Context: an optimization exercise on an open-source flow, tuned for small area and a short achievable clock period. The choices shown serve that exercise and are no tape-out recipe. Only simulation tests tie the RTL to the original design; equivalence was not proved. No activity file was given, so power comes from the tool's default toggle rates.

`flow/config.mk`:
```
export PLATFORM = sky130hd
export DESIGN_NAME = prog_mem_ctrl
export DESIGN_NICKNAME = prog_mem_ctrl
export VERILOG_FILES = /design/flow/design.v
export SDC_FILE = /design/flow/constraint.sdc
export NUM_CORES = 4
export LEC_CHECK = 0
export CAP_MARGIN = 20
export CORE_MARGIN = 2
export CORE_UTILIZATION = 40
export CTS_BUF_LIST = sky130_fd_sc_hd__clkbuf_16
export CTS_CLUSTER_DIAMETER = 90
export CTS_CLUSTER_SIZE = 25
export SETUP_SLACK_MARGIN = 2.5
export SLEW_MARGIN = 35
export SYNTH_HIERARCHICAL = 1
export SYNTH_MINIMUM_KEEP_SIZE = 0
```
`flow/constraint.sdc`:
```
create_clock -name core_clock -period 5.0 [get_ports {clk}]
set_input_delay 1.0000 -clock core_clock [delete_from_list [all_inputs] [get_ports {clk}]]
set_output_delay 1.0000 -clock core_clock [all_outputs]
set_load 0.01 [all_outputs]
```
`flow/design.v`:
```
module pm_ao22 (
    input  logic a1, a2, b1, b2,
    output logic y
);
    assign y = (a1 & a2) | (b1 & b2);
endmodule
module pm_oai22 (
    input  logic a1, a2, b1, b2,
    output logic y
);
    assign y = ~((a1 | a2) & (b1 | b2));
endmodule
module prog_mem_ctrl #(
    parameter int unsigned           WORD_WIDTH = 32,
    parameter int unsigned           DEPTH      = 128,
    parameter int unsigned           ADDR_W     = 7,
    parameter logic [WORD_WIDTH-1:0] NOP_WORD   = '0
) (
    input  logic                  clk,
    input  logic                  rst,
    input  logic                  rst_counter,
    input  logic                  ld_en,
    input  logic                  rd_en,
    input  logic [WORD_WIDTH-1:0] Load_data,
    input  logic                  jump,
    input  logic [ADDR_W-1:0]     jump_to,
    input  logic                  stall,
    output logic [WORD_WIDTH-1:0] instruction,
    output logic [ADDR_W-1:0]     ins_addr,
    output logic                  ins_valid,
    output logic [ADDR_W:0]       prog_len,
    output logic                  full,
    output logic                  err
);
    localparam int unsigned NPAIR = DEPTH / 2;
    logic [WORD_WIDTH-1:0]   memn   [DEPTH];    
    logic [WORD_WIDTH-1:0]   memn_d [DEPTH];
    logic                    run_q;
    logic [ADDR_W-1:0]       pc_q;
    logic [DEPTH-1:0]        pcohn_q;   
    logic [ADDR_W:0]         len_q;
    logic [WORD_WIDTH-1:0]   instr_q;
    logic [ADDR_W-1:0]       addr_q;
    logic                    valid_q;
    logic                    err_q;
    logic ld_only, rd_only, both_req, do_fetch, do_len_inc;
    logic jump_oob, in_prog;
    logic [DEPTH-1:0]        we, hold;
    logic [WORD_WIDTH-1:0]   ldn;
    logic [NPAIR-1:0]        pair [WORD_WIDTH];
    logic [WORD_WIDTH-1:0]   rdata;
    always_comb begin
        ld_only    = !rst_counter && ld_en && !rd_en;
        rd_only    = !rst_counter && rd_en && !ld_en;
        both_req   = !rst_counter && ld_en && rd_en;
        do_fetch   = rd_only && !stall;
        do_len_inc = ld_only && !run_q && !len_q[ADDR_W];
        jump_oob   = {1'b0, jump_to} >= len_q;
        in_prog    = {1'b0, pc_q} < len_q;
        ldn        = ~Load_data;
        for (int i = 0; i < DEPTH; i++) begin
            we[i]   = (len_q == (ADDR_W+1)'(i));
            hold[i] = !we[i];
        end
    end
    for (genvar i = 0; i < DEPTH; i++) begin : g_word
        for (genvar b = 0; b < WORD_WIDTH; b++) begin : g_bit
            pm_ao22 u_wr (
                .a1(we[i]), .a2(ldn[b]), .b1(hold[i]), .b2(memn[i][b]), .y(memn_d[i][b])
            );
        end
    end
    always_ff @(posedge clk) begin
        for (int i = 0; i < DEPTH; i++) memn[i] <= memn_d[i];
    end
    for (genvar b = 0; b < WORD_WIDTH; b++) begin : g_rbit
        for (genvar g = 0; g < NPAIR; g++) begin : g_pair
            pm_oai22 u_rd (
                .a1(pcohn_q[2*g]),   .a2(memn[2*g][b]),
                .b1(pcohn_q[2*g+1]), .b2(memn[2*g+1][b]),
                .y(pair[b][g])
            );
        end
        assign rdata[b] = |pair[b];
    end
    always_ff @(posedge clk) begin
        if (rst || rst_counter) begin
            pcohn_q    <= '1;
            pcohn_q[0] <= 1'b0;
        end else if (do_fetch) begin
            for (int i = 0; i < DEPTH; i++)
                pcohn_q[i] <= jump ? (jump_to != ADDR_W'(i)) : pcohn_q[(i + DEPTH - 1) % DEPTH];
        end
    end
    always_ff @(posedge clk) begin
        if (rst) begin
            run_q   <= 1'b0;
            pc_q    <= '0;
            len_q   <= '0;
            instr_q <= '0;
            addr_q  <= '0;
            valid_q <= 1'b0;
            err_q   <= 1'b0;
        end else if (rst_counter) begin
            pc_q <= '0;
            if (!run_q) len_q <= '0;
        end else if (both_req) begin
            err_q <= 1'b1;
        end else if (ld_only) begin
            run_q <= 1'b0;
            if (!run_q) begin
                if (do_len_inc) len_q <= len_q + 1'b1;
                else            err_q <= 1'b1;
            end
        end else if (rd_only) begin
            run_q <= 1'b1;
            if (!stall) begin
                addr_q  <= pc_q;
                pc_q    <= jump ? jump_to : pc_q + 1'b1;
                instr_q <= in_prog ? rdata : NOP_WORD;
                valid_q <= in_prog;
                if (jump && jump_oob) err_q <= 1'b1;
            end
        end else begin
            run_q <= 1'b0;
        end
    end
    assign full        = len_q[ADDR_W];
    assign prog_len    = len_q;
    assign instruction = instr_q;
    assign ins_addr    = addr_q;
    assign ins_valid   = valid_q;
    assign err         = err_q;
endmodule
```
`flow/run.sh`:
```
#!/bin/bash
# synth_recipe.tcl (not shown) runs the flow's synth.tcl, then flattens the netlist and writes it again
# the make line also repeats each setting of config.mk as NAME=value (left out here)
make -C /OpenROAD-flow-scripts/flow DESIGN_CONFIG=/design/flow/config.mk WORK_HOME=/design/flow/orfs CLKGATE_MAP_FILE= SYNTH_SCRIPT=/design/flow/synth_recipe.tcl finish
```
==> qor.txt, run 1 <==
Crit Reg-Reg Startpoint -> pcohn_q[76]
Run status -> no timing/DRC/antenna violations
Seq/Total Area, Yosys -> 59.5%
Min-delay src -> memn[61][14]
Final hold vios -> 0
Leak pwr -> 66.8 nW
Clock sinks -> 4,281
Post-synthesis instance total -> 12,166
Largest family of logic cells by synthesized area -> compound AO/OA/AOI/OAI gates
H-Tree Depth -> 4
RR Endpoint -> instr_q[30]
RSZ-0062 raised after global routing -> yes
DRC viols -> 0
First-pass GRT wire length -> 903,000 µm
Hold_buf cts -> 0
Synth Area in XOR/XNOR -> 0.0304%
Commonest non-fill, non-tap cells in the layout -> dfxtp_1 (4,129), a22o_1 (4,096), o22ai_1 (2,030)
GR Overflow Total -> 0
Critical Path RT -> 5.87 ns
Final GP Congestion -> 0.950
Worst vdd ir -> 0.310 mV
PD cells -> 336 mW/mm²
Top FF cell, synth -> dfxtp_1
Clk_skew -> 0.0591 ns
CORE AREA -> 0.359 mm²
Clock Tree Root -> clkbuf_16
Worst hold endpoint -> memn[61][14]
Startpoint Class -> flip-flop
Worst-skew pair later-pin latency -> 0.99 ns
CTS buffer count -> 196
Synth async-reset ratio -> 0%
Synth Warn # -> 11
Die Y -> 604 µm
WP data arrival -> 3.77 ns
Bufs on Longest Clock Path -> 4
Post-Synth Adder-Cell Area -> 0.156%
Largest net degree at the start of global routing -> 129
DRT iter0 DRCs -> 18,347
Reg2reg path depth -> 5
Synthesis-stage register bit count -> 4,281
Via/cell ratio -> 7.07
Critical Path End Type -> flip-flop
Post-synthesis cell area -> 0.144 mm²
Worst hold stages -> 1
Synth Area in Simple Gates -> 4.60%
IO Count -> 96
CTS tree -> done
Layout area overhead -> 19.1%
Die X -> 604 µm
Post-detail-place hpwl -> 385,000 µm
Number of synthesized flops with an enable pin -> 0
Vias in the first global route -> 122,266
Slew HR -> 13.2%
Full die area -> 0.365 mm²
Routed vias -> 129,177
ANT nets after route -> 0
GR Util All Layers -> 33.3%
DR pass1 iterations -> 6
Wire length per cell -> 35.2 µm
Most common cell after layout, fill and taps aside -> dfxtp_1
I/O Buffers -> 95
Slew Limit Fails -> 0
Nets -> 13,518
Post-synth cell types -> 47
Peak Freq -> 345 MHz
Syn nets -> 12,230
Worst setup path category -> reg2reg
Min cycle time layout -> 2.90 ns
Reg clk slew, reported paths -> 0.10 ns
Total wire length after detailed routing -> 643,000 µm
Max_cap viols -> 0
Layout cells sized above 1 -> 15.0%
Fin crit share -> 58.0%
Antenna violations before repair -> 40
Setup slack, reg-to-reg -> 2.10 ns
Post-Syn Area per Cell -> 11.8 µm²
Starting Density -> 40.1%
HP Class -> reg2reg
Non-Filler Instances -> 18,271
Mux cell area share after synthesis -> 0.00695%
Total power -> 0.0577 W
Worst Tran Pin Value -> 1.30 ns
Cell row count -> 220
Setup TNS -> 0 ns
Compound-Gate Fraction of Synth Area -> 34.9%
Final core utilization -> 47.8%
Inst Count DP -> 17,644
Max FO, Critical Path -> 6
Setup violators final -> 0
Worst hold slack -> 0.474 ns
[worst max-delay path, stage by stage (launching register included)]
cell,delay (ns)
dfxtp_4,0.54
o22ai_1,0.13
nor4_2,0.77
nand4_1,0.66
nor4_4,0.52
o21ai_1,0.13
[power breakdown]
group / internal [W] / switching, W / total [W]
logic: 0.00128 / 0.00316 / 0.00444
clock network: 0.00737 / 0.0112 / 0.0186
registers: 0.0344 / 0.000261 / 0.0346
[metal layers]
metal	wire (µm)	global-route usage, %	vias to the layer above
li1	-	-	53672
met1	248000	43.2	64957
met2	267000	47.5	8925
met3	79900	9.80	1597
met4	47800	22.9	26
met5	337	0.357	-
[modules after synthesis, one instance, submodules excluded]
| module | cell area (µm²) | cells | flops+latches |
|---|---|---|---|
| pm_ao22 | 8.76 | 1 | 0 |
| pm_oai22 | 6.26 | 1 | 0 |
| prog_mem_ctrl | 95300 | 6022 | 4281 |
[flip-flops by register name (all words and copies together), names as in the netlist, 7 cells and up]
signal	count
memn	4096
pcohn_q	128
instr_q	32
len_q	8
addr_q	7
pc_q	7
[timing repair]
item / CTS / global route
cloned: 24 / 8
pin swaps: 120 / 109
endpoints found under the setup margin: 3434 / 1559
setup buffers: 229 / 113
resized for setup: 1061 / 282
[Yosys cell counts (all sizes together), types with 4 or more instances]
cell type	n	area share [%]
inv	172	0.45
nor2	38	0.10
ha	18	0.16
clkbuf	73	0.19
o21ai	39	0.14
a22o	4096	25
o221ai	129	0.78
xnor2	5	0.030
and3	15	0.065
nor4	545	2.4
buf	37	0.15
o22ai	2049	8.9
nor3	7	0.038
dfxtp	4281	60
and2	4	0.017
nand3	145	0.50
a31oi	4	0.017
nor2b	7	0.030
a21oi	23	0.088
nand2b	4	0.017
nand4	132	0.58
nand2	325	0.85
[through the flow]
step | setup slack, ns | instance area (µm²)
2_1_floorplan | 2.34 | 144000
3_3_place_gp | 1.12 | 157000
3_5_place_dp | 1.36 | 157000
4_1_cts | 2.21 | 169000
5_1_grt | 2.27 | 171000
6_report | 2.10 | 171000
[cells by family (layout without fill, tap and decap cells)]
group,Yosys count,count (layout)
adder cells (fa/ha/maj),18,18
buffers and inverters,282,1587
AO/OA/AOI/OAI,6352,6352
flip-flops,4281,4281
multiplexers,1,1
other,0,21
XOR/XNOR,5,5
AND/OR/NAND/NOR,1227,1233
[worst max-delay path by stage]
stage / start / end / slack, ns / cells after the start
after CTS: pcohn_q[50] / instr_q[30] / 2.21 / 6
after global routing: pcohn_q[125] / instr_q[17] / 2.27 / 7
after global placement: pcohn_q[84] / instr_q[30] / 1.12 / 6
after floorplan: len_q[0] / memn[116][0] / 2.34 / 7
final: pcohn_q[76] / instr_q[30] / 2.10 / 5
after detailed placement: pcohn_q[109] / instr_q[30] / 1.36 / 6
[final cells by class]
| type | count | area (µm²) |
|---|---|---|
| fill | 31673 | 187000 |
| timing repair buffer | 1188 | 12300 |
| timing repair inverter | 6 | 45.0 |
| tap | 4773 | 5970 |
| clock inverter | 22 | 265 |
| clock buffer | 199 | 4980 |
| antenna | 21 | 52.6 |
| sequential | 4281 | 86200 |
| multi-input combinational | 7609 | 60600 |
| inverter | 172 | 1070 |
==> run 2, diff against run 1 <==
--- a/flow/config.mk
+++ b/flow/config.mk
@@ -13,3 +13,3 @@
 export CTS_CLUSTER_SIZE = 25
-export SETUP_SLACK_MARGIN = 2.5
+export SETUP_SLACK_MARGIN = 2.3
 export SLEW_MARGIN = 35
==> run 2 against run 1 <==
Total power fell by 0.32%; global-route usage fell by 0.74 points; final cell count fell by 1.1%; non-clock buffer count fell by 195; synthesized area did not move; combinational power fell by 4%; largest power group unchanged; highest routed layer unchanged.
==> qor.txt, run 2 <==
Min-delay src -> memn[67][14]
Routed vias -> 127,503
CORE AREA -> 0.359 mm²
Worst hold endpoint -> memn[67][14]
Wire length on met3 -> 76,700 µm
WP data arrival -> 3.73 ns
Full die area -> 0.365 mm²
Number of synthesized flops with an enable pin -> 0
Clock Tree Root -> clkbuf_16
Worst Tran Pin Value -> 1.22 ns
Starting Density -> 40.1%
Worst-skew pair later-pin latency -> 0.99 ns
DRT iter0 DRCs -> 17,585
Post-detail-place hpwl -> 385,000 µm
Setup violators final -> 0
First-pass GRT wire length -> 886,000 µm
ANT nets after route -> 0
DRC viols -> 0
Critical path's slowest cell -> nand4_1
Slew Limit Fails -> 0
Total wire length after detailed routing -> 630,000 µm
Post-synth cell types -> 47
CTS tree -> done
Top sig layer -> met5
Clock sinks -> 4,281
Commonest non-fill, non-tap cells in the layout -> dfxtp_1 (4,140), a22o_1 (4,096), o22ai_1 (2,046)
Commonest cells post-synth -> dfxtp_1 (4,281), a22o_1 (4,096), o22ai_1 (2,049)
Cell row count -> 220
Biggest register -> memn
Startpoint Class -> flip-flop
Slowest stage delay, CP -> 0.52 ns
CTS buffer count -> 196
Synth async-reset ratio -> 0%
M1 WL -> 246,000 µm
Min cycle time layout -> 2.87 ns
Die X -> 604 µm
Worst hold slack -> 0.474 ns
RSZ-0062 raised after global routing -> yes
Hold_buf cts -> 0
Top FF cell, synth -> dfxtp_1
Wire length per cell -> 34.9 µm
Worst setup path category -> reg2reg
Crit path cell chain -> buf_6, o22ai_1, nor4_1, nand4_1, nor4_4, o21ai_1
Seq/Total Area, Yosys -> 59.5%
Die Y -> 604 µm
Synth area leader -> dfxtp_1
Clk_skew -> 0.0612 ns
Max_cap viols -> 0
Crit Reg-Reg Startpoint -> pcohn_q[26]
Slew HR -> 18.7%
Fillers -> 32,080
GR Overflow Total -> 0
Reg2reg path depth -> 6
DR pass1 iterations -> 6
Final hold vios -> 0
Fin crit share -> 57.4%
Synth area leaders -> dfxtp_1 (60%), a22o_1 (25%), o22ai_1 (8.9%)
GR Util All Layers -> 32.6%
Max FFs per register -> 4,096
PD cells -> 343 mW/mm²
Post-synth top area share -> 59.5%
H-Tree Depth -> 4
Critical Path RT -> 5.86 ns
Antenna violations before repair -> 41
Met2 routed WL -> 263,000 µm
Top Registers -> memn (4096), pcohn_q (128), instr_q (32)
Syn nets -> 12,230
Critical Path End Type -> flip-flop
Worst vdd ir -> 0.311 mV
Peak Freq -> 348 MHz
Leak pwr -> 65.0 nW
RR Endpoint -> instr_q[30]
Max FO, Critical Path -> 33
Layout area overhead -> 16.3%
Reg clk slew, reported paths -> 0.11 ns
Worst hold stages -> 1
Via/cell ratio -> 7.06
Setup TNS -> 0 ns
Most common cell after layout, fill and taps aside -> dfxtp_1
IO Count -> 96
Setup slack, reg-to-reg -> 2.13 ns
Final GP Congestion -> 0.950
Bufs on Longest Clock Path -> 4
Post-Syn Area per Cell -> 11.8 µm²
Layout cells sized above 1 -> 12.8%
Synth Warn # -> 11
Count leader, synth -> dfxtp_1
Post-synthesis cell area -> 0.144 mm²
Largest net degree at the start of global routing -> 129
I/O Buffers -> 95
WP buf/inv -> 1
Run status -> no timing/DRC/antenna violations
Vias in the first global route -> 120,994
Nets -> 13,318
HP Class -> reg2reg
Synthesis-stage register bit count -> 4,281
Post-synthesis instance total -> 12,166
Crit-path leading delay family -> simple AND/OR/NAND/NOR gates
run 2: report_power, final:
part / leakage, nW / internal, W / total (W) / switching (W)
registers: 34.6 / 0.0344 / 0.0347 / 0.000267
clock network: 2.59 / 0.00737 / 0.0185 / 0.0112
logic: 27.9 / 0.00120 / 0.00428 / 0.00309
total: 65.0 / 0.0429 / 0.0575 / 0.0145
run 2: area by class of cell:
class | instances | area, µm² | share of cell area [%]
Clock inverter | 22 | 265 | 0.158
Antenna cell | 21 | 52.6 | 0.0314
Timing Repair Buffer | 993 | 9340 | 5.58
Clock buffer | 199 | 4980 | 2.97
Tap cell | 4773 | 5970 | 3.57
Inverter | 172 | 960 | 0.573
Sequential cell | 4281 | 86100 | 51.4
Multi-Input combinational cell | 7604 | 59700 | 35.7
Timing Repair inverter | 6 | 42.5 | 0.0254
run 2: worst reg2reg max path, cell delays in order (launching register included):
cell	delay (ns)
dfxtp_1	0.36
buf_6	0.35
o22ai_1	0.46
nor4_1	0.40
nand4_1	0.52
nor4_4	0.53
o21ai_1	0.14
run 2: worst max path at each step:
stage	startpoint	to	slack (ns)	depth (start not counted)
2_1_floorplan	len_q[0]	memn[116][0]	2.34	7
3_3_place_gp	pcohn_q[84]	instr_q[30]	1.12	6
3_5_place_dp	pcohn_q[109]	instr_q[30]	1.36	6
4_1_cts	pcohn_q[2]	instr_q[30]	2.03	7
5_1_grt	pcohn_q[29]	instr_q[30]	2.16	6
6_report	pcohn_q[26]	instr_q[30]	2.13	6
run 2: repair_timing:
| action | in CTS | in global routing |
|---|---|---|
| pin swaps | 58 | 76 |
| cloned | 5 | 9 |
| setup buffers | 69 | 90 |
| setup endpoints to repair | 2177 | 1210 |
| gates resized for setup | 615 | 239 |
run 2: kinds of logic after synthesis:
kind of cell               count (synthesis)  synth area share [%]
AOI/OAI and AO/OA                       6352                  34.9
DFF                                     4281                  59.5
and+or+nand+nor                         1227                  4.60
buffers and inverters                    282                 0.786
adders and majority gates                 18                 0.156
xor gates and xnor gates                   5                0.0304
muxes                                      1               0.00695
run 2: Yosys stat by module (local to each module, per instance):
module         area (µm²)  flip-flops and latches  times used  cells
prog_mem_ctrl       95300                    4281           1   6022
pm_ao22              8.76                       0        4096      1
pm_oai22             6.26                       0        2048      1
run 2: metal layers:
metal | global-route usage, % | up-vias
met5 | 0.370 | -
met4 | 20.8 | 22
met3 | 9.51 | 1450
met2 | 47.0 | 8468
met1 | 42.4 | 64321
li1 | - | 53242
run 2: metrics by stage:
| step | power, W | area [µm²] | std cells | setup WS, ns | util [%] |
|---|---|---|---|---|---|
| final | 0.0575 | 167000 | 18071 | 2.13 | 46.7 |
| after global routing | 0.0587 | 167000 | 18057 | 2.16 | 46.7 |
| after CTS | 0.0572 | 165000 | 17939 | 2.03 | 46.0 |
| after detailed placement | 0.0393 | 157000 | 17644 | 1.36 | 43.9 |
| after global placement | 0.0392 | 157000 | 17636 | 1.12 | 43.7 |
| after floorplan | 0.0368 | 144000 | 12166 | 2.34 | - |
==> run 3, diff against run 2 <==
--- a/flow/config.mk
+++ b/flow/config.mk
@@ -13,4 +13,4 @@
 export CTS_CLUSTER_SIZE = 25
-export SETUP_SLACK_MARGIN = 2.3
-export SLEW_MARGIN = 35
+export SETUP_SLACK_MARGIN = 2.4
+export SLEW_MARGIN = 25
 export SYNTH_HIERARCHICAL = 1
==> run 3 against run 2 <==
Clock power about the same; clock skew decreased by 0.014 ns; critical endpoint unchanged; still clean; critical path type unchanged; largest cell class unchanged; register-to-register slack got worse by 0.09 ns; highest routed layer unchanged; sequential power about the same.
==> qor.txt, run 3 <==
Bufs on Longest Clock Path -> 4
Peak Freq -> 338 MHz
Met2 usage -> 47.3%
Nets -> 13,456
PD cells -> 340 mW/mm²
Post-synth cell types -> 47
Clk_skew -> 0.0467 ns
ANT nets after route -> 0
Synth area leaders -> dfxtp_1 (60%), a22o_1 (25%), o22ai_1 (8.9%)
Synth Area in XOR/XNOR -> 0.0304%
Compound-Gate Fraction of Synth Area -> 34.9%
Syn nets -> 12,230
Slew Limit Fails -> 0
Synthesis-stage register bit count -> 4,281
I/O Buffers -> 95
DRT iter0 DRCs -> 18,643
Mux cell area share after synthesis -> 0.00695%
Vias in the first global route -> 122,006
Top Registers -> memn (4096), pcohn_q (128), instr_q (32)
Die X -> 604 µm
CORE AREA -> 0.359 mm²
CTS tree -> done
Busiest layer in global routing -> met2
Grt met1 use -> 43.1%
Hold_buf cts -> 0
Max_cap viols -> 0
Worst setup path category -> reg2reg
H-Tree Depth -> 4
Synth Area in Simple Gates -> 4.60%
Final hold vios -> 0
Slowest stage delay, CP -> 0.65 ns
Max FFs per register -> 4,096
Synth area leader -> dfxtp_1
Final GP Congestion -> 0.950
Most common cell after layout, fill and taps aside -> dfxtp_1
Fillers -> 31,866
Synth Warn # -> 11
Setup TNS -> 0 ns
Worst-skew pair later-pin latency -> 0.99 ns
RSZ-0062 raised after global routing -> yes
Via/cell ratio -> 7.11
Largest net degree at the start of global routing -> 129
Dpl ws -> 1.27 ns
Run status -> no timing/DRC/antenna violations
GR Overflow Total -> 0
Critical Path Start -> pcohn_q[36]
DRC viols -> 0
Met3 usage -> 8.99%
Critical path's slowest cell -> dfxtp_2
Commonest non-fill, non-tap cells in the layout -> dfxtp_1 (4,130), a22o_1 (4,096), o22ai_1 (2,036)
Synth async-reset ratio -> 0%
Count leader, synth -> dfxtp_1
Crit path cell chain -> buf_4, o22ai_1, nor4_2, nand4_1, nor4_4, o21ai_1
Post-synthesis instance total -> 12,166
Post-synth top area share -> 59.5%
Post-synthesis cell area -> 0.144 mm²
Seq/Total Area, Yosys -> 59.5%
Post-detail-place hpwl -> 383,000 µm
Worst vdd ir -> 0.339 mV
Worst setup margin -> 2.04 ns
Critical Path RT -> 5.86 ns
Number of synthesized flops with an enable pin -> 0
Setup violators final -> 0
IO Count -> 96
Min-delay src -> memn[61][14]
Wire length per cell -> 35.3 µm
Top FF cell, synth -> dfxtp_1
Largest family of logic cells by synthesized area -> compound AO/OA/AOI/OAI gates
GR Util All Layers -> 33.0%
Post-Syn Area per Cell -> 11.8 µm²
Fin crit share -> 59.2%
Die Y -> 604 µm
Critical Path End Type -> flip-flop
Commonest cells post-synth -> dfxtp_1 (4,281), a22o_1 (4,096), o22ai_1 (2,049)
Min cycle time layout -> 2.96 ns
Antenna violations before repair -> 41
Biggest register -> memn
DP Area -> 0.157 mm²
First-pass GRT wire length -> 896,000 µm
Reg clk slew, reported paths -> 0.11 ns
Startpoint Class -> flip-flop
Crit Reg-Reg Startpoint -> pcohn_q[36]
Clock sinks -> 4,281
Total power -> 0.0577 W
Post-Synth Adder-Cell Area -> 0.156%
Max FO, Critical Path -> 11
Layout area overhead -> 17.7%
Worst Tran Pin Value -> 1.36 ns
Routed vias -> 129,474
Design Area, Final -> 0.170 mm²
DR pass1 iterations -> 9
Clock Tree Root -> clkbuf_16
Layout cells sized above 1 -> 14.1%
Total wire length after detailed routing -> 643,000 µm
Cell row count -> 220
Starting Density -> 40.1%
HP Class -> reg2reg
Leak pwr -> 65.9 nW
Full die area -> 0.365 mm²
Slew HR -> 9.63%
CTS buffer count -> 197
WP data arrival -> 3.82 ns
-- run 3: cell counts after synthesis --
Identical to the previous run, type by type.
-- run 3: modules after synthesis, one instance, submodules excluded --
module,flip-flops and latches,cell area (µm²)
prog_mem_ctrl,4281,95300
pm_ao22,0,8.76
pm_oai22,0,6.26
-- run 3: metal layers --
metal,vias up,wire (µm)
met5,-,312
met4,28,47800
met3,1621,80200
met2,9147,267000
met1,65146,248000
li1,53532,-
-- run 3: power by group --
part	internal (W)	switching [W]	leakage [nW]
sequential	0.0344	0.000267	34.6
clock	0.00744	0.0113	2.65
combinational	0.00121	0.00313	28.7
-- run 3: cells by family after synthesis --
| kind of cell | count (synthesis) |
|---|---|
| AO/OA/AOI/OAI | 6352 |
| buffers and inverters | 282 |
| adder cells (fa/ha/maj) | 18 |
| AND/OR/NAND/NOR | 1227 |
| flip-flops | 4281 |
| XOR/XNOR | 5 |
| multiplexers | 1 |
-- run 3: per-stage QoR --
stage                     instances  hold slack (ns)  util (%)
after floorplan               12166            0.440         -
after global placement        17636            0.451      43.7
after detailed placement      17637            0.453      43.7
after CTS                     18013            0.480      46.3
after global routing          18203            0.485      47.3
final                         18215            0.475      47.3
-- run 3: what timing repair did --
item                                    4_1_cts  5_1_grt
buffers inserted                            129      160
cloned                                       15       24
gates resized for setup                     910      301
pin swaps                                    93       91
endpoints found under the setup margin     2933     1397
-- run 3: worst max-delay path, delay by kind of cell (launching register included) --
kind	cells	cell delay, ns
AOI/OAI and AO/OA	2	0.24
buffers and inverters	1	0.26
DFF	1	0.65
and+or+nand+nor	3	1.67
-- run 3: layout make-up --
class,count,area [µm²],area share [%]
sequential,4281,86200,50.9
multi-input combinational,7607,59900,35.4
timing repair buffer,1119,10800,6.40
tap,4773,5970,3.52
clock buffer,204,5100,3.01
inverter,172,1040,0.614
clock inverter,28,254,0.150
timing repair inverter,14,100,0.0590
antenna,17,42.5,0.0251
-- run 3: final timing paths --
path	to	slack [ns]	depth (start not counted)
max	instr_q[30]	2.04	6
min reg2reg	memn[61][14]	0.47	1
min	memn[61][14]	0.47	1
max reg2reg	instr_q[30]	2.04	6
==> run 4, diff against run 3 <==
--- a/flow/design.v
+++ b/flow/design.v
@@ -41,2 +41,4 @@
     logic [ADDR_W:0]         len_q;
+    logic [DEPTH-1:0]        wptr_q;    
+    logic                    len_clr, len_inc;
     logic [WORD_WIDTH-1:0]   instr_q;
@@ -60,6 +62,4 @@
         ldn        = ~Load_data;
-        for (int i = 0; i < DEPTH; i++) begin
-            we[i]   = (len_q == (ADDR_W+1)'(i));
-            hold[i] = !we[i];
-        end
+        we   = wptr_q;
+        hold = ~wptr_q;
     end
@@ -92,2 +92,12 @@
                 pcohn_q[i] <= jump ? (jump_to != ADDR_W'(i)) : pcohn_q[(i + DEPTH - 1) % DEPTH];
+        end
+    end
+    assign len_clr = rst || (rst_counter && !run_q);
+    assign len_inc = !rst_counter && do_len_inc;
+    always_ff @(posedge clk) begin
+        if (len_clr) begin
+            wptr_q    <= '0;
+            wptr_q[0] <= 1'b1;
+        end else if (len_inc) begin
+            wptr_q <= {wptr_q[DEPTH-2:0], 1'b0};
         end
--- a/flow/config.mk
+++ b/flow/config.mk
@@ -9,3 +9,3 @@
 export CORE_MARGIN = 2
-export CORE_UTILIZATION = 40
+export CORE_UTILIZATION = 52
 export CTS_BUF_LIST = sky130_fd_sc_hd__clkbuf_16
@@ -13,4 +13,4 @@
 export CTS_CLUSTER_SIZE = 25
-export SETUP_SLACK_MARGIN = 2.4
-export SLEW_MARGIN = 25
+export SETUP_SLACK_MARGIN = 2.3
+export SLEW_MARGIN = 35
 export SYNTH_HIERARCHICAL = 1
==> run 4 against run 3 <==
Clock skew up 0.0023 ns; wire length up 0.71%; global-route usage up 9.7 points; maximum frequency down 5.3%; register-to-register slack worse by 0.17 ns; synthesized area up 2.5%; still clean; largest cell class unchanged; final cell count down 4.3%; hold slack worse by 0.0046 ns; flip-flop and latch count up 128; via count up 1.6%; critical path depth up 2; largest power group unchanged; first-iteration DRC count up 2.2%.
==> qor.txt, run 4 <==
Post-Synth Adder-Cell Area -> 0.127%
Synth area leader -> dfxtp_1
Commonest non-fill, non-tap cells in the layout -> dfxtp_1 (4,262), a22o_1 (4,096), o22ai_1 (2,034)
Total wire length after detailed routing -> 647,000 µm
I/O Buffers -> 95
Synth Area in XOR/XNOR -> 0.0297%
Largest net degree at the start of global routing -> 143
Clock Tree Root -> clkbuf_16
Commonest cells post-synth -> dfxtp_1 (4,409), a22o_1 (4,096), o22ai_1 (2,049)
H-Tree Depth -> 4
Slew HR -> 19.7%
Reg2reg path depth -> 8
Setup slack, reg-to-reg -> 1.87 ns
Nets -> 13,712
Max FFs per register -> 4,096
Peak Freq -> 320 MHz
Leak pwr -> 65.9 nW
Fin crit share -> 62.5%
Hold_buf cts -> 0
WP data arrival -> 3.95 ns
Layout area overhead -> 15.6%
Worst hold stages -> 2
RR Endpoint -> instr_q[30]
Setup TNS -> 0 ns
Most common cell after layout, fill and taps aside -> dfxtp_1
Clock sinks -> 4,409
Synth area leaders -> dfxtp_1 (60%), a22o_1 (24%), o22ai_1 (8.7%)
Setup violators final -> 0
Synthesis-stage register bit count -> 4,409
Max_cap viols -> 0
Top Registers -> memn (4096), pcohn_q (128), wptr_q (128)
Critical path's slowest cell -> nand4_1
Crit path cell chain -> buf_12, buf_12, o22ai_4, nor4_4, buf_4, nand4_1, nor4_2, o21ai_2
Critical Path End Type -> flip-flop
GR Util All Layers -> 42.6%
DR pass1 iterations -> 7
Number of synthesized flops with an enable pin -> 0
Synth Warn # -> 11
Via/cell ratio -> 7.54
IO Count -> 96
HP Class -> reg2reg
Reg clk slew, reported paths -> 0.10 ns
Min cycle time layout -> 3.13 ns
GR Overflow Total -> 0
Die X -> 537 µm
First-pass GRT wire length -> 907,000 µm
Layout cells sized above 1 -> 12.6%
CTS tree -> done
RSZ-0062 raised after global routing -> yes
Max FO, Critical Path -> 7
Startpoint Class -> flip-flop
Post-synthesis instance total -> 12,527
Final hold vios -> 0
DP Area -> 0.160 mm²
Run status -> no timing/DRC/antenna violations
Antenna violations before repair -> 39
Starting Density -> 52.3%
Post-Syn Area per Cell -> 11.8 µm²
Slew Limit Fails -> 0
Post-synth top area share -> 59.8%
Critical Path RT -> 5.82 ns
Worst vdd ir -> 0.283 mV
Seq/Total Area, Yosys -> 59.8%
DRC viols -> 0
Synth Area in Simple Gates -> 4.69%
Full die area -> 0.288 mm²
WP buf/inv -> 3
Worst setup path category -> reg2reg
Count leader, synth -> dfxtp_1
CP dominant cell by count -> buf_12
Syn nets -> 12,588
Crit Reg-Reg Startpoint -> pcohn_q[24]
PD cells -> 342 mW/mm²
Non-Filler Instances -> 17,436
Post-detail-place hpwl -> 381,000 µm
Inst Count DP -> 16,983
Total power -> 0.0585 W
CTS buffer count -> 199
CORE AREA -> 0.282 mm²
Synth async-reset ratio -> 0%
Min-delay src -> wptr_q[119]
Largest family of logic cells by synthesized area -> compound AO/OA/AOI/OAI gates
Cell row count -> 195
Bufs on Longest Clock Path -> 4
Routed vias -> 131,543
Vias in the first global route -> 124,099
Post-synth cell types -> 46
Compound-Gate Fraction of Synth Area -> 34.6%
Die Y -> 537 µm
Post-synthesis cell area -> 0.148 mm²
Mux cell area share after synthesis -> 0.00678%
Design Area, Final -> 0.171 mm²
Slowest stage delay, CP -> 0.92 ns
Top FF cell, synth -> dfxtp_1
DRT iter0 DRCs -> 19,055
Clk_skew -> 0.0490 ns
ANT nets after route -> 0
Crit-path leading delay family -> simple AND/OR/NAND/NOR gates
Worst hold endpoint -> wptr_q[119]
Worst-skew pair later-pin latency -> 0.97 ns
Worst Tran Pin Value -> 1.20 ns
Final GP Congestion -> 0.925
Biggest register -> memn
Final core utilization -> 60.5%
Wire length per cell -> 37.1 µm
## run 4: per-module statistics from Yosys (local to each module, per instance)
module         cell area (µm²)  flops+latches  copies in the design
pm_oai22                  6.26              0                  2048
prog_mem_ctrl            99000           4409                     1
pm_ao22                   8.76              0                  4096
## run 4: kinds of logic after synthesis
logic type,count (synthesis)
compound gates,6480
xor+xnor,5
fa+ha+maj,15
buf+inv,294
flops,4409
mux,1
simple gates,1323
## run 4: power breakdown
group / internal [W] / total [W] / leakage (nW) / switching [W]
clock: 0.00753 / 0.0189 / 2.63 / 0.0114
sequential: 0.0352 / 0.0353 / 35.5 / 0.000137
combinational: 0.00111 / 0.00425 / 27.7 / 0.00314
total: 0.0438 / 0.0585 / 65.9 / 0.0147
## run 4: worst reg2reg max path: stages, from the launching register on
cell     delay, ns
dfxtp_4       0.46
buf_12        0.15
buf_12        0.13
o22ai_4       0.08
nor4_4        0.31
buf_4         0.22
nand4_1       0.93
nor4_2        0.65
o21ai_2       0.07
## run 4: worst max-delay path by stage
stage               depth (start not counted)  slack (ns)    startpoint           to
floorplan                                   2        2.35  Load_data[0]   memn[0][0]
global placement                            7        0.70   pcohn_q[24]  instr_q[24]
detailed placement                          5        0.91    jump_to[3]  pcohn_q[40]
CTS                                         7        2.06   pcohn_q[86]   instr_q[0]
global route                                8        2.04   pcohn_q[24]  instr_q[30]
finish                                      8        1.87   pcohn_q[24]  instr_q[30]
## run 4: what timing repair did
action                                  in CTS  in global routing
gates resized for setup                    607                157
cloned                                      11                  5
setup buffers                               85                102
pin swaps                                   63                 69
endpoints found under the setup margin      93                 43
## run 4: per-stage QoR
step                      setup slack, ns  hold slack (ns)
after detailed placement            0.906            0.453
final                                1.87            0.470
after global placement              0.703            0.442
after global routing                 2.04            0.489
after floorplan                      2.35            0.440
after CTS                            2.06            0.466
## run 4: layout make-up
cell class | instances | area [µm²]
Inverter | 169 | 754
Clock inverter | 15 | 129
Multi-Input combinational cell | 7825 | 61200
Sequential cell | 4409 | 88800
Fill cell | 22931 | 112000
Clock buffer | 207 | 5180
Timing Repair Buffer | 1047 | 10000
Tap cell | 3743 | 4680
Antenna cell | 21 | 52.6
## run 4: routing by layer
metal,vias up,part of all wire [%],GRT usage (%)
li1,54503,-,-
met1,66209,39,56.6
met2,9182,41,61.1
met3,1615,13,11.8
met4,34,7.2,26.9
met5,-,0.036,0
==> run 5, diff against run 4 <==
--- a/flow/config.mk
+++ b/flow/config.mk
@@ -9,3 +9,3 @@
 export CORE_MARGIN = 2
-export CORE_UTILIZATION = 52
+export CORE_UTILIZATION = 40
 export CTS_BUF_LIST = sky130_fd_sc_hd__clkbuf_16
==> run 5 against run 4 <==
Core utilization is 14 points lower; hold slack got worse by 0.0061 ns; largest cell class unchanged; sequential power is essentially flat; critical path depth shrank 2; setup slack improved by 0.27 ns; clock skew increased by 0.014 ns.
==> qor.txt, run 5 <==
Synth area leader -> dfxtp_1
Synthesis-stage register bit count -> 4,409
Starting Density -> 40.1%
Syn nets -> 12,588
Antenna violations before repair -> 45
Crit Reg-Reg Startpoint -> pcohn_q[14]
Worst-skew pair later-pin latency -> 0.98 ns
Post-synth cell types -> 46
Final GP Congestion -> 0.911
Synth async-reset ratio -> 0%
Setup slack, reg-to-reg -> 2.15 ns
Wire length per cell -> 34.1 µm
Layout area overhead -> 15.2%
I/O Buffers -> 95
Full die area -> 0.374 mm²
Synth area leaders -> dfxtp_1 (60%), a22o_1 (24%), o22ai_1 (8.7%)
Biggest register -> memn
Final hold vios -> 0
Count leader, synth -> dfxtp_1
Nets -> 13,598
Min-delay src -> wptr_q[120]
Post-detail-place hpwl -> 372,000 µm
Via/cell ratio -> 6.92
Top FF cell, synth -> dfxtp_1
ANT nets after route -> 0
Vias in the first global route -> 117,924
Post-synthesis cell area -> 0.148 mm²
Post-Syn Area per Cell -> 11.8 µm²
Max FO, Critical Path -> 14
Clock Tree Root -> clkbuf_16
WP data arrival -> 3.72 ns
Worst setup path category -> reg2reg
Critical Path RT -> 5.87 ns
Max_cap viols -> 0
Number of synthesized flops with an enable pin -> 0
DRT iter0 DRCs -> 17,379
Commonest cells post-synth -> dfxtp_1 (4,409), a22o_1 (4,096), o22ai_1 (2,049)
Largest net degree at the start of global routing -> 129
Run status -> no timing/DRC/antenna violations
Fin crit share -> 57.0%
GR Overflow Total -> 0
Clock sinks -> 4,409
RR Endpoint -> instr_q[1]
Cell row count -> 223
Post-synth top area share -> 59.8%
GR Util All Layers -> 31.8%
DRC viols -> 0
PD cells -> 344 mW/mm²
HP Class -> reg2reg
Reg clk slew, reported paths -> 0.11 ns
Seq/Total Area, Yosys -> 59.8%
Area of the multi-input gates -> 0.0606 mm²
Setup violators final -> 0
DP Area -> 0.162 mm²
Die Y -> 612 µm
First-pass GRT wire length -> 885,000 µm
RSZ-0062 raised after global routing -> yes
Most common cell after layout, fill and taps aside -> dfxtp_1
Fillers -> 33,647
DR pass1 iterations -> 6
Worst hold endpoint -> wptr_q[120]
Worst vdd ir -> 0.284 mV
Total wire length after detailed routing -> 627,000 µm
Layout cells sized above 1 -> 11.6%
Slew Limit Fails -> 0
Register Area -> 0.0888 mm²
Clk_skew -> 0.0629 ns
Min cycle time layout -> 2.85 ns
Reg2reg path depth -> 6
Max FFs per register -> 4,096
Worst setup margin -> 2.15 ns
IO Count -> 96
Setup TNS -> 0 ns
Die X -> 612 µm
H-Tree Depth -> 4
Worst Tran Pin Value -> 1.09 ns
Worst hold stages -> 2
Design Area, Final -> 0.170 mm²
Synth Warn # -> 11
Critical Path End Type -> flip-flop
Leak pwr -> 64.8 nW
Top Registers -> memn (4096), pcohn_q (128), wptr_q (128)
Bufs on Longest Clock Path -> 4
Routed vias -> 127,419
Commonest non-fill, non-tap cells in the layout -> dfxtp_1 (4,266), a22o_1 (4,096), o22ai_1 (2,046)
Dpl ws -> 1.32 ns
Peak Freq -> 351 MHz
Slew HR -> 26.9%
CTS tree -> done
CTS buffer count -> 201
Startpoint Class -> flip-flop
CORE AREA -> 0.368 mm²
Post-synthesis instance total -> 12,527
run 5: stage by stage:
stage               hold slack, ns  util, %  instances  total power (W)
floorplan                    0.440        -      12527           0.0374
global placement             0.447     43.6      18085           0.0398
detailed placement           0.451     43.9      18099           0.0399
CTS                          0.464     45.8      18350           0.0582
global route                 0.486     46.2      18406           0.0597
finish                       0.464     46.2      18419           0.0585
run 5: kinds of logic (layout without fill, tap and decap cells):
kind of cell	count (synthesis)	in the layout	share of synthesized area [%]
AND/OR/NAND/NOR	1323	1324	4.69
buffers and inverters	294	1329	0.819
AO/OA/AOI/OAI	6480	6480	34.6
multiplexers	1	1	0.00678
adder cells (fa/ha/maj)	15	15	0.127
XOR/XNOR	5	5	0.0297
flip-flops	4409	4409	59.8
other	0	19	0
run 5: critical path: stages, from the launching register on:
cell and delay (ns):
dfxtp_4 0.56, buf_4 0.24, o22ai_1 0.09, nor4_1 0.53
nand4_1 0.75, nor4_2 0.48, o21ai_2 0.07
run 5: what timing repair did:
| item | 4_1_cts | 5_1_grt |
|---|---|---|
| endpoints found under the setup margin | 82 | 132 |
| hold buffers | 0 | 0 |
| setup buffers | 21 | 40 |
| gates cloned | 1 | 3 |
| resized for setup | 541 | 143 |
| pin swaps | 55 | 53 |
run 5: routing by layer:
metal	up-vias	global-route usage (%)	routed length [µm]	share of wire, %
li1	54306	-	-	-
met1	63871	44.1	258000	41
met2	7919	45.2	256000	41
met3	1285	7.86	73800	12
met4	38	17.3	39600	6.3
met5	-	0	258	0.041
run 5: Yosys stat by module, one instance, submodules excluded:
module | flops+latches | copies in the design | cells | area [µm²]
pm_oai22 | 0 | 2048 | 1 | 6.26
pm_ao22 | 0 | 4096 | 1 | 8.76
prog_mem_ctrl | 4409 | 1 | 6383 | 99000
run 5: power breakdown:
group / internal (W) / leakage, nW / total [W] / switching, W
sequential: 0.0352 / 35.5 / 0.0353 / 0.000148
clock: 0.00748 / 2.66 / 0.0191 / 0.0116
combinational: 0.00106 / 26.6 / 0.00410 / 0.00304
run 5: area by class of cell:
class,instances,share of cell area (%)
Antenna cell,19,0.0279
Clock buffer,205,3.02
Clock inverter,24,0.139
Inverter,169,0.443
Multi-Input combinational cell,7825,35.6
Sequential cell,4409,52.2
Tap cell,4837,3.56
Timing Repair Buffer,931,5.03
run 5: how the worst max path moves through the flow:
stage / startpoint / end
floorplan: Load_data[0] / memn[0][0]
global placement: Load_data[15] / memn[73][15]
detailed placement: rd_en / pcohn_q[0]
CTS: len_q[7] / prog_len[7]
global route: pcohn_q[44] / instr_q[7]
finish: pcohn_q[14] / instr_q[1]
==> run 6, diff against run 5 <==
--- a/flow/design.v
+++ b/flow/design.v
@@ -11,2 +11,14 @@
     assign y = ~((a1 | a2) & (b1 | b2));
+endmodule
+module pm_nor2 (
+    input  logic a, b,
+    output logic y
+);
+    assign y = ~(a | b);
+endmodule
+module pm_nand2 (
+    input  logic a, b,
+    output logic y
+);
+    assign y = ~(a & b);
 endmodule
@@ -41,4 +53,2 @@
     logic [ADDR_W:0]         len_q;
-    logic [DEPTH-1:0]        wptr_q;    
-    logic                    len_clr, len_inc;
     logic [WORD_WIDTH-1:0]   instr_q;
@@ -62,4 +72,6 @@
         ldn        = ~Load_data;
-        we   = wptr_q;
-        hold = ~wptr_q;
+        for (int i = 0; i < DEPTH; i++) begin
+            we[i]   = (len_q == (ADDR_W+1)'(i));
+            hold[i] = !we[i];
+        end
     end
@@ -83,3 +95,14 @@
         end
-        assign rdata[b] = |pair[b];
+        logic [NPAIR-1:0] lvl [7];
+        assign lvl[0] = pair[b];
+        for (genvar l = 1; l <= 6; l++) begin : g_lvl
+            for (genvar k = 0; k < (NPAIR >> l); k++) begin : g_node
+                if (l % 2 == 1) begin : g_nor
+                    pm_nor2 u_n (.a(lvl[l-1][2*k]), .b(lvl[l-1][2*k+1]), .y(lvl[l][k]));
+                end else begin : g_nand
+                    pm_nand2 u_n (.a(lvl[l-1][2*k]), .b(lvl[l-1][2*k+1]), .y(lvl[l][k]));
+                end
+            end
+        end
+        assign rdata[b] = lvl[6][0];
     end
@@ -92,12 +115,2 @@
                 pcohn_q[i] <= jump ? (jump_to != ADDR_W'(i)) : pcohn_q[(i + DEPTH - 1) % DEPTH];
-        end
-    end
-    assign len_clr = rst || (rst_counter && !run_q);
-    assign len_inc = !rst_counter && do_len_inc;
-    always_ff @(posedge clk) begin
-        if (len_clr) begin
-            wptr_q    <= '0;
-            wptr_q[0] <= 1'b1;
-        end else if (len_inc) begin
-            wptr_q <= {wptr_q[DEPTH-2:0], 1'b0};
         end
--- a/flow/config.mk
+++ b/flow/config.mk
@@ -13,3 +13,3 @@
 export CTS_CLUSTER_SIZE = 25
-export SETUP_SLACK_MARGIN = 2.3
+export SETUP_SLACK_MARGIN = 2.5
 export SLEW_MARGIN = 35
==> run 6 against run 5 <==
Synthesized area about the same; total power fell by 2.3%; setup slack improved by 0.21 ns; die area about the same; first-iteration DRC count is 1.8% lower; largest cell class unchanged.
==> qor.txt, run 6 <==
Die Y -> 612 µm
Met2 routed WL -> 251,000 µm
Total wire length after detailed routing -> 607,000 µm
Reg2reg path depth -> 9
CTS tree -> done
Min cycle time layout -> 2.65 ns
Layout area overhead -> 13.6%
Post-synth cell types -> 55
Synthesis-stage register bit count -> 4,281
Reg clk slew, reported paths -> 0.10 ns
Fin crit share -> 52.9%
CTS buffer count -> 197
Biggest register -> memn
Slew Limit Fails -> 0
Worst hold endpoint -> memn[109][0]
ANT nets after route -> 0
Clock sinks -> 4,281
Synth Warn # -> 75
Number of synthesized flops with an enable pin -> 0
Final hold vios -> 0
Post-synthesis instance total -> 13,593
Worst hold stages -> 1
Critical Path End Type -> output port
Critical path's slowest cell -> dfxtp_4
Switching Share -> 25.7%
WP data arrival -> 1.65 ns
WP buf/inv -> 1
Largest net degree at the start of global routing -> 129
Max FO, Critical Path -> 2
Synth area leaders -> dfxtp_1 (58%), a22o_1 (24%), o22ai_1 (9.2%)
Final GP Congestion -> 0.977
Die X -> 612 µm
Seq/Total Area, Yosys -> 58.0%
Leak pwr -> 66.3 nW
Critical Path RT -> 4.00 ns
Routed vias -> 127,421
Clock Tree Root -> clkbuf_16
Top FF cell, synth -> dfxtp_1
Synth area leader -> dfxtp_1
Power share of the combinational group -> 7.0%
Worst setup path category -> reg2out
I/O Buffers -> 95
Clk network pwr share -> 32.7%
Internal power -> 0.0424 W
Setup violators final -> 0
Worst vdd ir -> 0.289 mV
Slew HR -> 32.4%
GR Overflow Total -> 0
Worst setup margin -> 2.35 ns
Synth async-reset ratio -> 0%
Total power -> 0.0571 W
Post-synth top area share -> 58.0%
Wire length per cell -> 31.4 µm
Commonest cells post-synth -> dfxtp_1 (4,281), a22o_1 (4,099), o22ai_1 (2,175)
Max_cap viols -> 0
First-pass GRT wire length -> 858,000 µm
Count leader, synth -> dfxtp_1
Seq pwr share -> 60.3%
Starting Density -> 40.1%
Cell row count -> 223
Setup slack, reg-to-reg -> 2.38 ns
M1 WL -> 252,000 µm
DRT iter0 DRCs -> 17,058
PD cells -> 340 mW/mm²
Min-delay src -> memn[109][0]
Clk_skew -> 0.0721 ns
Most common cell after layout, fill and taps aside -> dfxtp_1
HP Class -> reg2reg
Commonest non-fill, non-tap cells in the layout -> dfxtp_1 (4,120), a22o_1 (4,099), o22ai_1 (2,175)
IO Count -> 96
Dpl ws -> 1.19 ns
Psw -> 0.0147 W
Fillers -> 34,231
Vias in the first global route -> 116,040
Top sig layer -> met5
DRC viols -> 0
Antenna violations before repair -> 31
Startpoint Class -> flip-flop
Run status -> no timing/DRC/antenna violations
Post-Syn Area per Cell -> 10.9 µm²
RR Endpoint -> instr_q[18]
Final core utilization -> 45.6%
Crit-path leading delay family -> flip-flops
Worst-skew pair later-pin latency -> 1.02 ns
RSZ-0062 raised after global routing -> yes
Full die area -> 0.374 mm²
Wire length on met3 -> 64,100 µm
Max FFs per register -> 4,096
Setup TNS -> 0 ns
Crit Reg-Reg Startpoint -> pcohn_q[88]
Via/cell ratio -> 6.60
Nets -> 14,499
Post-detail-place hpwl -> 360,000 µm
Peak Freq -> 378 MHz
Worst Tran Pin Value -> 1.01 ns
Syn nets -> 13,657
DR pass1 iterations -> 7
Top Registers -> memn (4096), pcohn_q (128), instr_q (32)
CORE AREA -> 0.368 mm²
GR Util All Layers -> 30.6%
Slowest stage delay, CP -> 0.49 ns
Crit path cell chain -> buf_6
Bufs on Longest Clock Path -> 4
Post-synthesis cell area -> 0.148 mm²
H-Tree Depth -> 4
Layout cells sized above 1 -> 10.2%
==> run 6: cell count changes after synthesis, sizes merged, moves of 24 or more <==
cell	previous run	this run
nor2	32	1491
nor4	545	1
nand2	446	901
nand3	142	11
nand4	131	1
dfxtp	4409	4281
o221ai	128	2
o22ai	2049	2175
o21ai	40	139
inv	169	91
o31ai	1	34
buf	57	33
clkbuf	68	92
==> run 6: worst max-delay path by stage <==
stage	start	endpoint	cells after the start
2_1_floorplan	Load_data[0]	memn[0][0]	2
3_3_place_gp	stall	pcohn_q[65]	6
3_5_place_dp	rd_en	pcohn_q[78]	5
4_1_cts	len_q[0]	memn[46][8]	7
5_1_grt	len_q[7]	prog_len[7]	2
6_report	err_q	err	1
==> run 6: what timing repair did <==
action,4_1_cts,5_1_grt
resized for setup,639,141
gates cloned,16,0
hold buffers,0,0
pin swaps,6,16
endpoints found under the setup margin,3908,2400
buffers inserted,54,46
==> run 6: kinds of logic (layout without fill, tap and decap cells) <==
family                   count (synthesis)  in the layout  share of synthesized area [%]
AO/OA/AOI/OAI                         6612           6612                           34.8
XOR/XNOR                                 2              2                         0.0119
buffers and inverters                  216           1085                          0.592
multiplexers                             2              2                         0.0135
AND/OR/NAND/NOR                       2462           2463                           6.40
flip-flops                            4281           4281                           58.0
adder cells (fa/ha/maj)                 18             18                          0.152
other                                    0             19                              0
==> run 6: power by group through the flow <==
| stage | combinational (W) | clock (W) | sequential [W] |
|---|---|---|---|
| final | 0.00399 | 0.0187 | 0.0344 |
| after global routing | 0.00402 | 0.0200 | 0.0345 |
| after CTS | 0.00366 | 0.0189 | 0.0344 |
| after detailed placement | 0.00354 | 0 | 0.0353 |
| after global placement | 0.00350 | 0 | 0.0353 |
| after floorplan | 0.00151 | 0 | 0.0352 |
==> run 6: routing by layer <==
| metal | vias up | global-route usage (%) |
|---|---|---|
| li1 | 55845 | - |
| met1 | 63101 | 42.3 |
| met2 | 7279 | 43.6 |
| met3 | 1182 | 6.83 |
| met4 | 14 | 17.6 |
| met5 | - | 0.168 |
==> run 6: stage by stage <==
| stage | instances | cell area [µm²] | hold WS (ns) |
|---|---|---|---|
| 3_3_place_gp | 18932 | 159000 | 0.451 |
| 3_5_place_dp | 18952 | 160000 | 0.453 |
| 2_1_floorplan | 13593 | 148000 | 0.440 |
| 5_1_grt | 19310 | 168000 | 0.485 |
| 4_1_cts | 19249 | 167000 | 0.434 |
| 6_report | 19319 | 168000 | 0.474 |
==> run 6: cell type report <==
| type | instances | area, µm² | share of cell area (%) |
|---|---|---|---|
| Tap cell | 4837 | 6050 | 3.60 |
| Clock buffer | 199 | 4980 | 2.97 |
| Clock inverter | 28 | 330 | 0.197 |
| Multi-Input combinational cell | 9097 | 62300 | 37.1 |
| Sequential cell | 4281 | 86200 | 51.4 |
| Inverter | 91 | 522 | 0.311 |
| Timing Repair inverter | 15 | 113 | 0.0671 |
| Timing Repair Buffer | 752 | 7310 | 4.36 |
| Antenna cell | 19 | 47.5 | 0.0283 |
==> run 6: per-module statistics from Yosys, one instance, submodules excluded <==
module,copies in the design,cells inside,cell area (µm²)
prog_mem_ctrl,1,5433,91500
pm_ao22,4096,1,8.76
pm_oai22,2048,1,6.26
pm_nand2,672,1,3.75
pm_nor2,1344,1,3.75
==> run 7, diff against run 6 <==
--- a/flow/config.mk
+++ b/flow/config.mk
@@ -13,2 +13,3 @@
 export CTS_CLUSTER_SIZE = 25
+export PLACE_DENSITY = 0.72
 export SETUP_SLACK_MARGIN = 2.5
==> run 7 against run 6 <==
Hold slack worse by 0.021 ns; critical path type unchanged; register-to-register slack better by 0.02 ns; largest cell class unchanged; clock skew up 0.046 ns.
==> qor.txt, run 7 <==
Top FF cell, synth -> dfxtp_1
RSZ-0062 raised after global routing -> yes
Mux cell area share after synthesis -> 0.0135%
Post-synth cell types -> 55
Antenna violations before repair -> 13
Critical Path End Type -> output port
Internal power -> 0.0424 W
DRC viols -> 0
Synth area leaders -> dfxtp_1 (58%), a22o_1 (24%), o22ai_1 (9.2%)
Clock sinks -> 4,281
Clock Tree Root -> clkbuf_16
Critical Path RT -> 4.00 ns
Slew HR -> 17.7%
Die Y -> 612 µm
Number of synthesized flops with an enable pin -> 0
DRT iter0 DRCs -> 18,517
Synth Area in XOR/XNOR -> 0.0119%
Run status -> no timing/DRC/antenna violations
Power share of the combinational group -> 7.1%
Synth Area in Simple Gates -> 6.40%
HP Class -> reg2reg
Setup violators final -> 0
Routed vias -> 130,739
Worst hold slack -> 0.454 ns
CORE AREA -> 0.368 mm²
CTS tree -> done
Max_cap viols -> 0
Leak pwr -> 66.6 nW
Wire length per cell -> 30.0 µm
Vias in the first global route -> 119,466
Synth Warn # -> 75
Syn nets -> 13,657
Synth async-reset ratio -> 0%
Starting Density -> 40.1%
Commonest cells post-synth -> dfxtp_1 (4,281), a22o_1 (4,099), o22ai_1 (2,175)
Worst Tran Pin Value -> 1.24 ns
Most common cell after layout, fill and taps aside -> dfxtp_1
First-pass GRT wire length -> 833,000 µm
Full die area -> 0.374 mm²
Top Registers -> memn (4096), pcohn_q (128), instr_q (32)
Switching Share -> 25.2%
Biggest register -> memn
Crit path cell chain -> buf_6
GR Overflow Total -> 0
Final GP Congestion -> 1.04
Worst setup path category -> reg2out
Layout area overhead -> 14.2%
Non-Filler Instances -> 19,363
Crit-path leading delay family -> flip-flops
Post-synth top area share -> 58.0%
Critical path's slowest cell -> dfxtp_4
Count leader, synth -> dfxtp_1
Synth area leader -> dfxtp_1
Final hold vios -> 0
Post-synthesis instance total -> 13,593
Fin crit share -> 53.6%
PD cells -> 336 mW/mm²
GR Util All Layers -> 29.2%
I/O Buffers -> 95
Clk_skew -> 0.118 ns
Largest net degree at the start of global routing -> 129
Inst Count DP -> 18,942
Cell row count -> 223
CTS buffer count -> 199
Total wire length after detailed routing -> 582,000 µm
Seq/Total Area, Yosys -> 58.0%
Post-synthesis cell area -> 0.148 mm²
Nets -> 14,564
Peak Freq -> 373 MHz
Clk network pwr share -> 32.3%
IO Count -> 96
Synthesis-stage register bit count -> 4,281
Post-Synth Adder-Cell Area -> 0.152%
H-Tree Depth -> 4
Psw -> 0.0143 W
Setup TNS -> 0 ns
Slowest stage delay, CP -> 0.54 ns
Via/cell ratio -> 6.75
Commonest non-fill, non-tap cells in the layout -> dfxtp_1 (4,114), a22o_1 (4,099), o22ai_1 (2,175)
Startpoint Class -> flip-flop
Compound-Gate Fraction of Synth Area -> 34.8%
Bufs on Longest Clock Path -> 4
Post-Syn Area per Cell -> 10.9 µm²
Worst-skew pair later-pin latency -> 0.99 ns
Max FO, Critical Path -> 2
Setup slack, reg-to-reg -> 2.40 ns
DR pass1 iterations -> 10
Die X -> 612 µm
Max FFs per register -> 4,096
Reg clk slew, reported paths -> 0.11 ns
Layout cells sized above 1 -> 11.0%
Worst vdd ir -> 0.310 mV
Seq pwr share -> 60.6%
Min cycle time layout -> 2.68 ns
ANT nets after route -> 0
WP data arrival -> 1.68 ns
Slew Limit Fails -> 0
Post-detail-place hpwl -> 339,000 µm
Largest family of logic cells by synthesized area -> compound AO/OA/AOI/OAI gates
WP buf/inv -> 1
run 7: cell counts after synthesis:
Identical to the previous run, type by type.
run 7: cell families (layout without fill, tap and decap cells):
kind of cell | Yosys count | in the layout
AO/OA/AOI/OAI | 6612 | 6612
flip-flops | 4281 | 4281
AND/OR/NAND/NOR | 2462 | 2469
buffers and inverters | 216 | 1131
adder cells (fa/ha/maj) | 18 | 18
XOR/XNOR | 2 | 2
multiplexers | 2 | 2
other | 0 | 11
run 7: metal layers:
metal	up-vias	GRT usage, %	part of all wire [%]
met1	64109	38.4	38
li1	55940	-	-
met2	8987	42.1	41
met3	1693	7.62	12
met4	10	19.1	7.7
met5	-	0	0.011
run 7: layout make-up:
cell class              count  area, µm²
diodes                     11       27.5
clock buffers             201       5030
well taps                4837       6050
repair inverters           15        113
multi-input cells        9103      62700
fillers                 33700     199000
inverters                  91        529
repair buffers            809       7910
flip-flops and latches   4281      86300
clock inverters            15        188
run 7: timing repair:
action                     4_1_cts  5_1_grt
hold buffers                     0        0
hold endpoints to repair         0        0
setup endpoints to repair     4125     3161
pin swaps                       12       19
cloned                          19        3
buffers inserted                66      101
gates resized for setup        666      184
run 7: path summary, 6_finish.rpt:
path,startpoint,endpoint,cells after the start
setup / recovery,err_q,err,1
hold / removal,valid_q,valid_q,2
setup reg to reg,pcohn_q[90],instr_q[31],9
hold reg to reg,valid_q,valid_q,2
run 7: per-module statistics from Yosys, one instance, submodules excluded:
module | cell area (µm²) | flip-flops and latches | copies in the design | cells inside
prog_mem_ctrl | 91500 | 4281 | 1 | 5433
pm_nor2 | 3.75 | 0 | 1344 | 1
pm_nand2 | 3.75 | 0 | 672 | 1
pm_oai22 | 6.26 | 0 | 2048 | 1
pm_ao22 | 8.76 | 0 | 4096 | 1
run 7: worst min-delay path: cells and delay by family (launching register included):
kind	cells	cell delay, ns
flip-flops	1	0.34
AO/OA/AOI/OAI	1	0.05
AND/OR/NAND/NOR	1	0.04
run 7: power by group through the flow:
stage | clock (W) | combinational (W) | sequential, W
floorplan | 0 | 0.00151 | 0.0352
global placement | 0 | 0.00338 | 0.0353
detailed placement | 0 | 0.00342 | 0.0353
CTS | 0.0183 | 0.00361 | 0.0344
global route | 0.0195 | 0.00403 | 0.0344
finish | 0.0183 | 0.00402 | 0.0344
run 7: stage by stage:
stage	worst slack, ns	util (%)	instance area [µm²]	power [W]
finish	2.32	45.8	169000	0.0568
detailed placement	1.38	43.3	160000	0.0387
floorplan	2.35	-	148000	0.0367
global route	2.31	45.8	169000	0.0579
global placement	1.32	43.3	159000	0.0387
CTS	2.30	45.3	167000	0.0564
==> run 8, diff against run 7 <==
--- a/flow/config.mk
+++ b/flow/config.mk
@@ -13,4 +13,3 @@
 export CTS_CLUSTER_SIZE = 25
-export PLACE_DENSITY = 0.72
-export SETUP_SLACK_MARGIN = 2.5
+export SETUP_SLACK_MARGIN = 2.6
 export SLEW_MARGIN = 35
==> run 8 against run 7 <==
Still clean on timing, DRC and antenna; combinational power grew 3%; wire length up 6.7%; synthesized area stayed put; final area barely moved; total power grew 1.4%; via count decreased by 1.4%; count of clock-buffer cells in the layout up 1; clock power up 4%; hold slack improved by 0.020 ns; critical path type unchanged; largest cell class unchanged; highest routed layer unchanged.
==> qor.txt, run 8 <==
Run status -> no timing/DRC/antenna violations
Synthesis-stage register bit count -> 4,281
Die X -> 612 µm
DRT iter0 DRCs -> 17,081
Synth Warn # -> 75
Critical Path RT -> 4.00 ns
IO Count -> 96
Inst Count DP -> 18,905
Peak Freq -> 380 MHz
Critical Path End Type -> output port
Leak pwr -> 66.7 nW
Layout cells sized above 1 -> 10.6%
Clk_skew -> 0.0682 ns
Reg2reg path depth -> 10
Min-delay src -> memn[3][9]
Crit path cell chain -> buf_6, buf_12
Synth area leaders -> dfxtp_1 (58%), a22o_1 (24%), o22ai_1 (9.2%)
Final GP Congestion -> 0.993
Max FFs per register -> 4,096
Startpoint Class -> flip-flop
WP buf/inv -> 2
Crit-path leading delay family -> flip-flops
Top FF cell, synth -> dfxtp_1
Layout area overhead -> 14.3%
Syn nets -> 13,657
GR Util All Layers -> 31.4%
Fin crit share -> 52.7%
Non-Filler Instances -> 19,346
Worst setup path category -> reg2out
Bufs on Longest Clock Path -> 4
Number of synthesized flops with an enable pin -> 0
Total wire length after detailed routing -> 621,000 µm
First-pass GRT wire length -> 876,000 µm
Slowest stage delay, CP -> 0.35 ns
CTS tree -> done
GR Overflow Total -> 0
Post-Syn Area per Cell -> 10.9 µm²
Setup slack, reg-to-reg -> 2.49 ns
Crit Reg-Reg Startpoint -> pcohn_q[52]
Worst-skew pair later-pin latency -> 1.00 ns
Wire length per cell -> 32.1 µm
RSZ-0062 raised after global routing -> yes
Max_cap viols -> 0
ANT nets after route -> 0
Reg clk slew, reported paths -> 0.09 ns
Most common cell after layout, fill and taps aside -> dfxtp_1
Min cycle time layout -> 2.63 ns
Seq/Total Area, Yosys -> 58.0%
Nets -> 14,513
WP data arrival -> 1.63 ns
Fillers -> 34,149
Synth async-reset ratio -> 0%
Antenna violations before repair -> 35
Final hold vios -> 0
Post-synth cell types -> 55
Register Area -> 0.0862 mm²
DR pass1 iterations -> 8
Clock sinks -> 4,281
Commonest cells post-synth -> dfxtp_1 (4,281), a22o_1 (4,099), o22ai_1 (2,175)
Count leader, synth -> dfxtp_1
Starting Density -> 40.1%
Critical path's slowest cell -> dfxtp_2
Slew HR -> 32.2%
Setup TNS -> 0 ns
Post-detail-place hpwl -> 364,000 µm
Post-synthesis instance total -> 13,593
Worst hold stages -> 1
I/O Buffers -> 95
Post-synthesis cell area -> 0.148 mm²
Synth area leader -> dfxtp_1
Vias in the first global route -> 116,881
Worst hold slack -> 0.474 ns
RR Endpoint -> instr_q[30]
Post-synth top area share -> 58.0%
Via/cell ratio -> 6.67
Area of the multi-input gates -> 0.0625 mm²
Worst Tran Pin Value -> 1.02 ns
Top Registers -> memn (4096), pcohn_q (128), instr_q (32)
CORE AREA -> 0.368 mm²
Clock Tree Root -> clkbuf_16
HP Class -> reg2reg
Slew Limit Fails -> 0
Die Y -> 612 µm
PD cells -> 341 mW/mm²
Setup violators final -> 0
Largest net degree at the start of global routing -> 129
Worst hold endpoint -> memn[3][9]
Routed vias -> 128,952
Worst vdd ir -> 0.283 mV
H-Tree Depth -> 4
Max FO, Critical Path -> 4
Full die area -> 0.374 mm²
Cell row count -> 223
Biggest register -> memn
CTS buffer count -> 198
DRC viols -> 0
Commonest non-fill, non-tap cells in the layout -> dfxtp_1 (4,132), a22o_1 (4,099), o22ai_1 (2,175)
## run 8: worst max path at each step
stage | slack, ns | depth (start not counted) | from | to
final | 2.37 | 2 | len_q[4] | prog_len[4]
after detailed placement | 1.09 | 6 | rst_counter | instr_q[31]
after global placement | 1.14 | 6 | rst_counter | instr_q[31]
after CTS | 2.23 | 1 | len_q[5] | prog_len[5]
after floorplan | 2.35 | 2 | Load_data[0] | memn[0][0]
after global routing | 2.35 | 2 | len_q[4] | prog_len[4]
## run 8: where the power goes
part / internal (W) / switching, W
registers: 0.0342 / 0.000211
clock network: 0.00753 / 0.0115
logic: 0.000933 / 0.00320
## run 8: final cells by class
type	count	share of cell area [%]
sequential	4281	51.0
multi-input combinational	9099	37.0
timing repair buffer	762	4.73
tap	4837	3.58
clock buffer	202	2.99
inverter	91	0.309
clock inverter	37	0.252
timing repair inverter	16	0.0711
antenna	21	0.0311
## run 8: cells by family after synthesis
group	count (synthesis)	share of synthesized area, %
adders and majority gates	18	0.152
AOI/OAI and AO/OA	6612	34.8
xor gates and xnor gates	2	0.0119
DFF	4281	58.0
and+or+nand+nor	2462	6.40
muxes	2	0.0135
buffers and inverters	216	0.592
## run 8: repair_timing
action | 4_1_cts | 5_1_grt
pin swaps | 3 | 5
setup endpoints to repair | 4107 | 3106
hold buffers | 0 | 0
gates resized for setup | 704 | 167
buffers inserted | 86 | 68
endpoints found under the hold margin | 0 | 0
gates cloned | 20 | 0
## run 8: metal layers
metal | track usage, % | up-vias | routed length (µm)
li1 | - | 55954 | -
met1 | 43.2 | 64052 | 255000
met2 | 45.3 | 7637 | 259000
met3 | 6.77 | 1285 | 66500
met4 | 17.9 | 24 | 40900
met5 | 0.232 | - | 250
## run 8: per-module statistics from Yosys, one instance, submodules excluded
module | flops+latches | cells
pm_nand2 | 0 | 1
pm_oai22 | 0 | 1
pm_ao22 | 0 | 1
prog_mem_ctrl | 4281 | 5433
pm_nor2 | 0 | 1
## run 8: stage by stage
stage | power, W | setup WS, ns | utilization [%] | cell area, µm²
5_1_grt | 0.0589 | 2.35 | 45.9 | 169000
6_report | 0.0576 | 2.37 | 45.9 | 169000
3_5_place_dp | 0.0390 | 1.09 | 43.3 | 159000
4_1_cts | 0.0574 | 2.23 | 45.4 | 167000
2_1_floorplan | 0.0367 | 2.35 | - | 148000
3_3_place_gp | 0.0389 | 1.14 | 43.2 | 159000

==> re-timing with driven ports <==
In the flow no input, the clock included, has a driving cell. The finished layouts below were timed again as built, in two steps.
Step 1, drivers: a clkbuf_16 drives clk and a buf_2 each remaining input, both assumed.
Step 2 times the ports against the registers' clock, not the clock port: input delays grow and output delays shrink by t, the midpoint of the rising clock arrivals with the driver on.
Slacks: ideal ports / drivers / drivers and shift; pairs: ideal ports / drivers.
run	t, ns	setup slack, ns	hold slack, ns	worst slew at a driven data input, ns	cell pins on the clock port's net
run 1	1.067	2.101 / 2.101 / 1.214	0.474 / 0.474 / 0.474	0.26	1
run 2	1.070	2.131 / 2.131 / 1.141	0.474 / 0.474 / 0.474	0.23	1
run 3	1.075	2.040 / 2.040 / 1.245	0.475 / 0.475 / 0.475	0.24	1
run 4	1.050	1.874 / 1.874 / 1.152	0.470 / 0.470 / 0.470	0.05	1
run 5	1.058	2.148 / 2.148 / 1.147	0.464 / 0.464 / 0.464	0.25	1
run 6	1.091	2.355 / 2.255 / 1.336	0.474 / 0.450 / 0.474	0.25	1
run 7	1.040	2.321 / 2.215 / 1.395	0.454 / 0.454 / 0.454	0.06	1
run 8	1.099	2.366 / 2.242 / 1.631	0.474 / 0.474 / 0.474	0.20	1
After both steps setup and hold are still met in every run listed. The setup slack of run 6, which loses most, moves by -0.100 ns with the drivers and by -1.019 ns with both steps.
